Source: an optimization exercise on an open RTL-to-GDS flow (aim: a short achievable clock period and few clock cycles per item). Production flows keep margins and buffers that such runs may drop. The RTL was checked by simulation tests, not by an equivalence proof against the original design. The clock port is modelled as an ideal driver, which makes a skipped or thinned clock tree look cheaper than it is; a real chip needs a root buffer or a tree. No activity file was given, so power comes from the tool's default toggle rates.

## sha256_msg_padder
module sha256_msg_padder #(
  parameter int MAX_NIB = 128,
  parameter int CNT_W   = 8
) (
  input  logic         clk,
  input  logic         rst_n,
  input  logic         in_valid,
  output logic         in_ready,
  input  logic [3:0]   in_nibble,
  input  logic         in_last,
  output logic         blk_valid,
  input  logic         blk_ready,
  output logic [511:0] blk_data,
  output logic         blk_last,
  output logic [63:0]  msg_bits,
  output logic         ovf,
  output logic [1:0]   dbg_state
);
  logic       rdy_q;           
  logic       nrdy;            
  logic [6:0] icnt;            
  logic       ovf_q;           
  logic       s0v, s1v;        
  logic [3:0] s0n, s1n;
  logic       s0l, s1l;        
  logic [511:0] cbuf;
  logic [127:0] ptr;           
  logic [7:0]   cnt;           
  logic         cfull;         
  logic [7:0]   cn;            
  logic         ctwo;          
  logic [511:0] obuf, obuf_h;  
  logic         olast, olast_h;
  logic [7:0]   on, on_h;      
  logic         ov;            
  logic [1:0]   odbg;          
  logic         ovn;           
  logic         o2;            
  logic         nb2;           
  ...
Size: roughly 4200 cells after synthesis, roughly 590 I/O pins.
export LEC_CHECK = 0
export ABC_CLOCK_PERIOD_IN_PS = 2000
export CAP_MARGIN = 20
export CORE_MARGIN = 2
export CORE_UTILIZATION = 60
export CTS_CLUSTER_DIAMETER = 100
export CTS_CLUSTER_SIZE = 20
export SETUP_SLACK_MARGIN = 4.3
export SLEW_MARGIN = 20
export TNS_END_PERCENT = 100
create_clock -name core_clock -period 6.5 [get_ports {clk}]
standard.sh (not shown) runs the stock make flow with config.mk's settings and CLKGATE_MAP_FILE= SYNTH_SCRIPT=/design/flow/synth_recipe.tcl, a recipe that flattens the netlist after the stock synthesis.
==> flow/flow/run.sh <==
#!/bin/bash
# The standard layout (standard.sh: the standard flow's synthesis and ORFS from floorplan
# to finish) with three ORFS variables changed on make's command line:
#   MATCH_CELL_FOOTPRINT=0  lets timing repair swap a cell for any cell of the
#                           same function, not only one of the same footprint
#                           (so the port buffers can become real buffers);
#   BUFFER_PORTS_ARGS       makes the port buffers buf_4 cells instead of the
#                           smallest-area buffer (a slow delay cell);
#   CTS_ARGS                the standard CTS arguments plus the cluster size and
#                           diameter from config.mk, without dummy loads.
# Every port still gets its buffer and the clock tree is balanced as usual.
set -euo pipefail
cd "$(dirname "$0")/.."
bash standard.sh \
  MATCH_CELL_FOOTPRINT=0 \
  "BUFFER_PORTS_ARGS=-buffer_cell sky130_fd_sc_hd__buf_4" \
  "CTS_ARGS=-sink_clustering_enable -repair_clock_nets -sink_clustering_size 20 -sink_clustering_max_diameter 100 -dont_use_dummy_load" \
  finish > standard_flow.log 2>&1
The first run completed with no timing, DRC or antenna violations.
Testbench counts at the start, summed over its fixed seeds: cycles 23,640, nibbles 23,614.
Change:
Settings changed: SETUP_SLACK_MARGIN 4.3 to 4.
What happened: Critical path depth stays the same. Die area is unchanged. Total power went down by 2.0%. Wire length went down by 3.9%. Via count went down by 0.99%. Design area went down by about 3.3%. Clock-buffer cell count does not change. Hold slack degrades by 14 ps. Area after synthesis stays the same. First-iteration DRC count went down by 5.2%.


## JK
The RTL this note starts from:
==> flow/design.v <==
module sha256_msg_padder #(
  parameter int MAX_NIB = 128,
  parameter int CNT_W   = 8
) (
  input  logic         clk,
  input  logic         rst_n,
  input  logic         in_valid,
  output logic         in_ready,
  input  logic [3:0]   in_nibble,
  input  logic         in_last,
  output logic         blk_valid,
  input  logic         blk_ready,
  output logic [511:0] blk_data,
  output logic         blk_last,
  output logic [63:0]  msg_bits,
  output logic         ovf,
  output logic [1:0]   dbg_state
);
  logic       rdy_q;           
  logic       nrdy;            
  logic [6:0] icnt;            
  logic       ovf_q;           
  logic       s0v, s1v;        
  logic [3:0] s0n, s1n;
  logic       s0l, s1l;        
  logic [511:0] cbuf;
  logic [127:0] ptr;           
  logic [7:0]   cnt;           
  logic         cfull;         
  logic [7:0]   cn;            
  logic         ctwo;          
  logic [511:0] obuf, obuf_h;  
  logic         olast, olast_h;
  logic [7:0]   on, on_h;      
  logic         ov;            
  logic [1:0]   odbg;          
  logic         ovn;           
  logic         o2;            
  logic         nb2;           
  logic         take, last_in, rdy_nxt;
  logic         drain, copy;           
  logic         drain_nxt, copy_nxt;
  logic         s0v_nxt, cfull_nxt, ovn_nxt;
  logic         b2_nxt;
  logic [511:0] cform;
  assign in_ready  = rdy_q;
  assign ovf       = ovf_q;
  assign blk_valid = ov;
  assign blk_data  = obuf;
  assign blk_last  = olast;
  assign dbg_state = odbg;
  assign msg_bits  = {54'd0, on, 2'b00};
  assign take    = in_valid & !nrdy;
  assign ptr     = 128'd1 << cnt[6:0];
  assign last_in = in_last | (icnt == 7'd127);
  assign s0v_nxt   = s1v | take | (s0v & !drain);
  assign cfull_nxt = (cfull & !copy) | (drain & s0l);
  assign ovn_nxt   = !copy & (ovn | (blk_ready & !o2));
  assign copy_nxt  = cfull_nxt & ovn_nxt;
  assign drain_nxt = s0v_nxt & (!cfull_nxt | copy_nxt);
  assign cform = {cbuf[511:64], cbuf[63:0] | (ctwo ? 64'd0 : {54'd0, cn, 2'b00})};
  always_ff @(posedge clk or negedge rst_n) begin
    if (!rst_n) begin
      icnt  <= '0;
      ovf_q <= 1'b0;
      s0v   <= 1'b0;
      s1v   <= 1'b0;
      drain <= 1'b0;
      copy  <= 1'b0;
    end else begin
      ovf_q <= take & !in_last & (icnt == 7'd127);
      if (take) icnt <= in_last ? 7'd0 : icnt + 7'd1;
      s0v   <= s0v_nxt;
      s1v   <= s1v ? !drain : (take & s0v & !drain);
      drain <= drain_nxt;
      copy  <= copy_nxt;
    end
  end
  assign rdy_nxt = s1v ? drain : !(take & s0v & !drain);
  always_ff @(posedge clk) begin
    rdy_q <= rdy_nxt;
    nrdy  <= !rdy_nxt;
  end
  always_ff @(posedge clk) begin
    if (s1v) begin
      if (drain) begin
        s0n <= s1n;
        s0l <= s1l;
      end
    end else if (take) begin
      if (!s0v || drain) begin
        s0n <= in_nibble;
        s0l <= last_in;
      end else begin
        s1n <= in_nibble;
        s1l <= last_in;
      end
    end
  end
  always_ff @(posedge clk or negedge rst_n) begin
    if (!rst_n) begin
      cbuf  <= '0;
      cnt   <= '0;
      cfull <= 1'b0;
      cn    <= '0;
      ctwo  <= 1'b0;
    end else begin
      for (int p = 0; p < 128; p++) begin
        if (drain && ptr[p])
          cbuf[511 - 4 * p -: 4] <= s0n;
        else if (p > 0 && drain && ptr[(p + 127) % 128])
          cbuf[511 - 4 * p -: 4] <= 4'h8;
        else if (copy)
          cbuf[511 - 4 * p -: 4] <= 4'h0;
      end
      cfull <= cfull_nxt;
      if (drain) begin
        if (s0l) begin
          cnt  <= '0;
          cn   <= cnt + 8'd1;
          ctwo <= (cnt >= 8'd111);
        end else begin
          cnt  <= cnt + 8'd1;
        end
      end
    end
  end
  always_ff @(posedge clk or negedge rst_n) begin
    if (!rst_n) begin
      ovn  <= 1'b1;
      o2   <= 1'b0;
      nb2  <= 1'b1;
      ov   <= 1'b0;
      odbg <= 2'd0;
    end else begin
      ovn     <= ovn_nxt;
      o2      <= copy ? ctwo : (o2 & !blk_ready);
      nb2     <= !b2_nxt;
      ov      <= !ovn_nxt;
      odbg[0] <= copy | (!ovn & nb2 & !blk_ready);
      odbg[1] <= b2_nxt;
    end
  end
  assign b2_nxt = !copy & ((!ovn & o2 & blk_ready) | (!nb2 & !blk_ready));
  always_ff @(posedge clk) begin
    if (copy) begin
      obuf_h  <= cform;
      olast_h <= !ctwo;
    end
  end
  always_ff @(posedge clk or negedge rst_n) begin
    if (!rst_n)    on_h <= '0;
    else if (copy) on_h <= cn;
  end
  always_ff @(posedge clk) begin
    obuf  <= copy ? cform : (b2_nxt ? {on_h[7], 447'd0, 54'd0, on_h, 2'b00} : obuf_h);
    olast <= copy ? !ctwo : (b2_nxt | olast_h);
    on    <= copy ? cn : on_h;
  end
endmodule
clock: 6.5 ns
lec_check: 0
abc_clock_period_in_ps: 2000
cap_margin: 20
core_margin: 2
core_utilization: 60
cts_cluster_diameter: 100
cts_cluster_size: 20
setup_slack_margin: 4.3
slew_margin: 20
tns_end_percent: 100
==> flow/flow/run.sh <==
#!/bin/bash
# The standard layout (standard.sh: the standard flow's synthesis and ORFS) in three parts:
#   1. synthesis, floorplan and placement, as standard;
#   2. the CTS step from flow/cts_custom.tcl: cts.tcl with a two-level clock
#      tree (four root buffers fed by the clock port, leaf buffers near the
#      flip-flops) in place of TritonCTS's three-level H-tree;
#   3. routing and finish, as standard.
# Throughout, make's command line also sets:
#   MATCH_CELL_FOOTPRINT=0  timing repair may swap a cell for any cell of the
#                           same function, not only one of the same footprint;
#   BUFFER_PORTS_ARGS       the port buffers are buf_4 cells instead of the
#                           smallest-area buffer (a slow delay cell).
# Every port keeps its buffer. Each tool's output goes to a log of its own.
set -euo pipefail
cd "$(dirname "$0")/.."
K=(MATCH_CELL_FOOTPRINT=0 "BUFFER_PORTS_ARGS=-buffer_cell sky130_fd_sc_hd__buf_4")
bash standard.sh "${K[@]}" place > flow_place.log 2>&1
bash standard.sh "${K[@]}" run RUN_SCRIPT="$PWD/flow/cts_custom.tcl" RUN_LOG_NAME_STEM=4_1_cts > flow_cts.log 2>&1
bash standard.sh "${K[@]}" finish > flow_finish.log 2>&1
==> flow/flow/cts_custom.tcl <==
# The CTS step of ORFS (scripts/cts.tcl) with its clock_tree_synthesis call
# replaced by a two-level clock tree built here:
#   clk port -> NROOT root clkbuf_16 -> NLEAF leaf clkbuf_16 -> flip-flops.
# The flip-flops are split by recursive bisection (along the longer side,
# in proportion to the number of clusters wanted on each side) into NLEAF
# clusters of near-equal size, each driven by a leaf buffer at the cluster's
# centroid; the leaves are split the same way into NROOT groups, each driven
# by a root buffer at the group's centroid. Every flip-flop sits behind exactly two
# buffers of the same kind, so the tree is balanced by construction. The rest
# of the step (legalisation, timing repair, checks) is cts.tcl's.
utl::set_metrics_stage "cts__{}"
source $::env(SCRIPTS_DIR)/load.tcl
erase_non_stage_variables cts
load_design 3_place.odb 3_place.sdc

set_dont_use $::env(DONT_USE_CELLS)

set NLEAF 56
set NROOT 4
set BUF sky130_fd_sc_hd__clkbuf_16

set block [ord::get_db_block]
set master [[ord::get_db] findMaster $BUF]
set clk_net [[[$block findBTerm clk] getNet] getName]
set clk_net [$block findNet $clk_net]

# points are {x y payload}; split into k groups
proc split_k {pts k} {
  if {$k <= 1} { return [list $pts] }
  set xs {}; set ys {}
  foreach p $pts { lappend xs [lindex $p 0]; lappend ys [lindex $p 1] }
  set xs [lsort -integer $xs]; set ys [lsort -integer $ys]
  set idx [expr {([lindex $xs end] - [lindex $xs 0]) >= ([lindex $ys end] - [lindex $ys 0]) ? 0 : 1}]
  set s [lsort -integer -index $idx $pts]
  set k1 [expr {$k / 2}]
  set h [expr {int(round([llength $s] * double($k1) / $k))}]
  return [concat [split_k [lrange $s 0 [expr {$h - 1}]] $k1] [split_k [lrange $s $h end] [expr {$k - $k1}]]]
}

proc centroid {pts} {
  set sx 0; set sy 0
  foreach p $pts { set sx [expr {$sx + [lindex $p 0]}]; set sy [expr {$sy + [lindex $p 1]}] }
  set n [llength $pts]
  return [list [expr {$sx / $n}] [expr {$sy / $n}]]
}

proc add_buf {name x y in_net out_net} {
  global block master
  set inst [odb::dbInst_create $block $master $name]
  set w [[$inst getMaster] getWidth]; set hgt [[$inst getMaster] getHeight]
  $inst setLocation [expr {$x - $w / 2}] [expr {$y - $hgt / 2}]
  $inst setPlacementStatus PLACED
  [$inst findITerm A] connect $in_net
  [$inst findITerm X] connect $out_net
  return $inst
}

set sinks {}
foreach it [$clk_net getITerms] {
  set inst [$it getInst]
  set bb [$inst getBBox]
  lappend sinks [list [expr {([$bb xMin] + [$bb xMax]) / 2}] [expr {([$bb yMin] + [$bb yMax]) / 2}] $it]
}
puts "custom CTS: [llength $sinks] sinks"

set leaves {}
set i 0
foreach cl [split_k $sinks $NLEAF] {
  set net [odb::dbNet_create $block "clknet_leaf_$i"]
  $net setSigType CLOCK
  foreach p $cl {
    set it [lindex $p 2]
    $it disconnect
    $it connect $net
  }
  lassign [centroid $cl] x y
  lappend leaves [list $x $y [list $i $net]]
  incr i
}
puts "custom CTS: [llength $leaves] leaf buffers"

set r 0
foreach grp [split_k $leaves $NROOT] {
  set rnet [odb::dbNet_create $block "clknet_root_$r"]
  $rnet setSigType CLOCK
  lassign [centroid $grp] x y
  add_buf "clkbuf_root_$r" $x $y $clk_net $rnet
  foreach p $grp {
    lassign [lindex $p 2] li lnet
    add_buf "clkbuf_leaf_$li" [lindex $p 0] [lindex $p 1] $rnet $lnet
  }
  incr r
}
$clk_net setSigType CLOCK
puts "custom CTS: $r root buffers"

set_propagated_clock [all_clocks]
log_cmd estimate_parasitics -placement

set_placement_padding -global \
  -left $::env(CELL_PAD_IN_SITES_DETAIL_PLACEMENT) \
  -right $::env(CELL_PAD_IN_SITES_DETAIL_PLACEMENT)
detailed_placement
log_cmd estimate_parasitics -placement
report_clock_latency

repair_timing_helper
detailed_placement
check_placement -verbose

report_metrics 4 "cts final"

orfs_write_db $::env(RESULTS_DIR)/4_1_cts.odb
orfs_write_sdc $::env(RESULTS_DIR)/4_cts.sdc
Testbench counts of JK, summed over its fixed seeds: cycles 23,640, nibbles 23,614.
Here is what was changed in the inputs of MS compared with JK.
-- flow/flow/cts_custom.tcl --
<<< JK, line 3
#   clk port -> NROOT root clkbuf_16 -> NLEAF leaf clkbuf_16 -> flip-flops.
# The flip-flops are split by recursive bisection (along the longer side,
# in proportion to the number of clusters wanted on each side) into NLEAF
# clusters of near-equal size, each driven by a leaf buffer at the cluster's
# centroid; the leaves are split the same way into NROOT groups, each driven
# by a root buffer at the group's centroid. Every flip-flop sits behind exactly two
>>> MS, line 3
#   clk port -> NROOT root clkbuf_16 -> leaf clkbuf_16 -> flip-flops.
# The flip-flops are split by recursive bisection into clusters of at most
# LEAF_MAX sinks, each driven by a leaf buffer at the cluster's centroid; the
# leaves are split the same way into NROOT groups, each driven by a root
# buffer at the group's centroid. Every flip-flop sits behind exactly two
<<< JK, line 18
set NLEAF 56
>>> MS, line 17
set LEAF_MAX [expr {[info exists ::env(FLOW_LEAF_MAX)] ? $::env(FLOW_LEAF_MAX) : 28}]
<<< JK, line 27
# points are {x y payload}; split into k groups
proc split_k {pts k} {
  if {$k <= 1} { return [list $pts] }
>>> MS, line 26
# points are {x y payload}
proc split_pts {pts maxn} {
  if {[llength $pts] <= $maxn} { return [list $pts] }
<<< JK, line 35
  set k1 [expr {$k / 2}]
  set h [expr {int(round([llength $s] * double($k1) / $k))}]
  return [concat [split_k [lrange $s 0 [expr {$h - 1}]] $k1] [split_k [lrange $s $h end] [expr {$k - $k1}]]]
>>> MS, line 34
  set h [expr {[llength $s] / 2}]
  return [concat [split_pts [lrange $s 0 [expr {$h - 1}]] $maxn] [split_pts [lrange $s $h end] $maxn]]
<<< JK, line 68
foreach cl [split_k $sinks $NLEAF] {
>>> MS, line 66
foreach cl [split_pts $sinks $LEAF_MAX] {
<<< JK, line 82
>>> MS, line 80
set per_root [expr {int(ceil([llength $leaves] / double($NROOT)))}]
<<< JK, line 83
foreach grp [split_k $leaves $NROOT] {
>>> MS, line 82
foreach grp [split_pts $leaves $per_root] {
--- outcome ---
Every run (JK and MS) finished clean.
Delta (MS minus JK): final worst hold slack went down, multi-input combinational cell area did not really move, highest clock frequency the design can meet did not really move.
In every run of this note, the design's own scripts or RTL, not TritonCTS, make the clock network.

==> separate check: timing with driven ports <==
Ports are ideal in the flow. The routed layouts listed here were re-timed in OpenROAD.
Step 1 assumes that a clkbuf_16 drives the clock port and a buf_2 every other input.
Step 2 adds t to the input delays and takes it off the output delays; t is the mean of the earliest and latest rising clock arrival at the registers after step 1. Input paths then give back, and output paths get back, about the clock's delay inside the block.
Slacks: ideal ports / drivers / drivers and shift; pairs: ideal ports / drivers.
run | shift t [ns] | setup slack, ns | clock arrival spread, ns
the first run of note 1 | 0.752 | 3.990 / 3.913 / 3.600 | 0.033 / 0.034
the second run of note 1 | 0.742 | 4.005 / 3.932 / 3.325 | 0.048 / 0.049
JK | 0.647 | 4.175 / 4.013 / 3.768 | 0.036 / 0.036
MS | 0.657 | 4.170 / 4.012 / 3.669 | 0.028 / 0.029
After both steps setup and hold are still met in every run listed. The setup slack of the second run of note 1, which loses most, moves by -0.073 ns with the drivers and by -0.680 ns with both steps.
